Background: an optimization exercise with open tools, aiming at small area. Do not read the settings as production practice. Function was checked by simulation only, so behaviour that the tests miss may differ from the original. Power is estimated from default activity; no workload was simulated.

old:
## isolated_plus_pattern_counter
module isolated_plus_pattern_counter (
  input  logic        clk,
  input  logic        rst,
  input  logic        psel,
  input  logic        penable,
  input  logic        pwrite,
  input  logic [2:0]  paddr,
  input  logic [31:0] pwdata,
  output logic [31:0] prdata,
  output logic        pready,
  input  logic        in_valid,
  output logic        in_ready,
  input  logic        cell_is_one,
  output logic        out_valid,
  input  logic        out_ready,
  output logic [19:0] plus_count
);
clock: 8.0 ns
lec_check: 0
cap_margin: 0
core_margin: 2
core_utilization: 60
slew_margin: 0
standard.sh (not shown) runs the stock make flow with config.mk's settings and CLKGATE_MAP_FILE= SYNTH_SCRIPT=/design/flow/synth_recipe.tcl, a recipe that flattens the netlist after the stock synthesis.
==> flow/flow/run.sh <==
#!/bin/bash
set -euo pipefail
export CTS_ARGS="-sink_clustering_enable -repair_clock_nets -sink_clustering_size 18 -sink_clustering_max_diameter 60 -buf_list sky130_fd_sc_hd__clkbuf_8 -dont_use_dummy_load"
export BUFFER_PORTS_ARGS="-buffer_cell sky130_fd_sc_hd__buf_1"
bash standard.sh > standard.log 2>&1
The inputs of new differ from those of old as listed below.
Settings: putting CTS_CLUSTER_DIAMETER at 60 where nothing was set; putting CTS_CLUSTER_SIZE at 18 where nothing was set; swapping 0 for 20 in SLEW_MARGIN; swapping 0 for 20 in CAP_MARGIN; putting CTS_BUF_LIST at sky130_fd_sc_hd__clkbuf_8 where nothing was set.
==> flow/flow/run.sh <==
#!/bin/bash
set -euo pipefail
export CTS_ARGS="-sink_clustering_enable -repair_clock_nets -sink_clustering_size 30 -sink_clustering_max_diameter 70 -buf_list sky130_fd_sc_hd__clkbuf_16 -dont_use_dummy_load"
export BUFFER_PORTS_ARGS="-buffer_cell sky130_fd_sc_hd__buf_1"
bash standard.sh > standard.log 2>&1
Results
- As far as achievable clock frequency is concerned, new and old perform about the same.
- | number of diodes added for antenna fixing | lower: new |
- Compared with old, the detailed router inserted fewer vias in new.

---

== blue ==
Starting RTL as in the previous note.
// isolated_plus_pattern_counter
module isolated_plus_pattern_counter (
  input  logic        clk,
  input  logic        rst,
  input  logic        psel,
  input  logic        penable,
  input  logic        pwrite,
  input  logic [2:0]  paddr,
  input  logic [31:0] pwdata,
  output logic [31:0] prdata,
  output logic        pready,
  input  logic        in_valid,
  output logic        in_ready,
  input  logic        cell_is_one,
  output logic        out_valid,
  input  logic        out_ready,
  output logic [19:0] plus_count
);
export LEC_CHECK = 0
export CAP_MARGIN = 20
export CORE_MARGIN = 2
export CORE_UTILIZATION = 60
export PLACE_DENSITY = 0.85
export SLEW_MARGIN = 20
create_clock -name core_clock -period 8.0 [get_ports {clk}]
==> flow/flow/run.sh <==
#!/bin/bash
set -euo pipefail
export CTS_ARGS="-sink_clustering_enable -repair_clock_nets -sink_clustering_size 22 -sink_clustering_max_diameter 45 -buf_list sky130_fd_sc_hd__clkbuf_8 -dont_use_dummy_load"
export BUFFER_PORTS_ARGS="-buffer_cell sky130_fd_sc_hd__buf_1"
bash standard.sh > standard.log 2>&1
The final layout from blue, which completed every stage, passed the timing, design-rule and antenna checks at the end of the flow.
[inputs] green vs blue
==> flow/flow/run.sh <==
#!/bin/bash
set -euo pipefail
export CTS_ARGS="-sink_clustering_enable -repair_clock_nets -sink_clustering_size 18 -sink_clustering_max_diameter 60 -buf_list sky130_fd_sc_hd__clkbuf_8 -dont_use_dummy_load"
export BUFFER_PORTS_ARGS="-buffer_cell sky130_fd_sc_hd__buf_1"
bash standard.sh > standard.log 2>&1
-- flow/config.mk --
<<< blue, line 11
export PLACE_DENSITY = 0.85
>>> green, line 11
export CTS_BUF_LIST = sky130_fd_sc_hd__clkbuf_8
export CTS_CLUSTER_DIAMETER = 60
export CTS_CLUSTER_SIZE = 18
==> comparison <==
green | status: complete | timing, DRC, antenna: pass. Both conditions hold for blue: the flow ran to the end and the final layout passed the timing, design-rule and antenna checks. Compared with blue, green shows a higher sequential share of layout area. Re flop and latch count out of synthesis: no difference whatsoever between blue and green. Comparing global-route usage for blue and green, the smaller number came from green. | clock network fraction of total power | green vs blue | 0.7 points lower |. The run with more setup slack is green; blue has less. Compared with blue, in green insertion delay to the later sink of the worst-skew pair has decreased; total length of routed wires has decreased; total routed wire length on the met1 layer has increased; buffer count excluding the clock tree in the final layout has increased. [compare] base=blue new=green: count of clock-net buffers in the final layout lower, global-route wire length before repair went down.

-- separate check: timing with driven ports --
The results above use ideal ports. As a check the final layouts listed here were re-extracted and re-timed, cells and wires unchanged.
Step 1 (the two cells are an assumption about what drives the block):
set clk [get_ports {clk}]
set_driving_cell -lib_cell sky130_fd_sc_hd__clkbuf_16 $clk
set_driving_cell -lib_cell sky130_fd_sc_hd__buf_2 [delete_from_list [all_inputs] $clk]
Step 2 adds t to the input delays and takes it off the output delays; t is the mean of the earliest and latest rising clock arrival at the registers after step 1. Input paths then give back, and output paths get back, about the clock's delay inside the block.
Slacks: ideal ports / drivers / drivers and shift; pairs: ideal ports / drivers.
| run | shift t [ns] | slack for setup (ns) | worst data-port slew with drivers (ns) |
|---|---|---|---|
| old | 0.771 | 1.423 / 1.423 / 1.423 | 0.06 |
| new | 0.665 | 1.419 / 1.419 / 1.419 | 0.05 |
| blue | 0.793 | 1.184 / 1.184 / 1.184 | 0.05 |
| green | 0.771 | 1.431 / 1.431 / 1.431 | 0.06 |
After both steps every run listed still meets setup and hold.
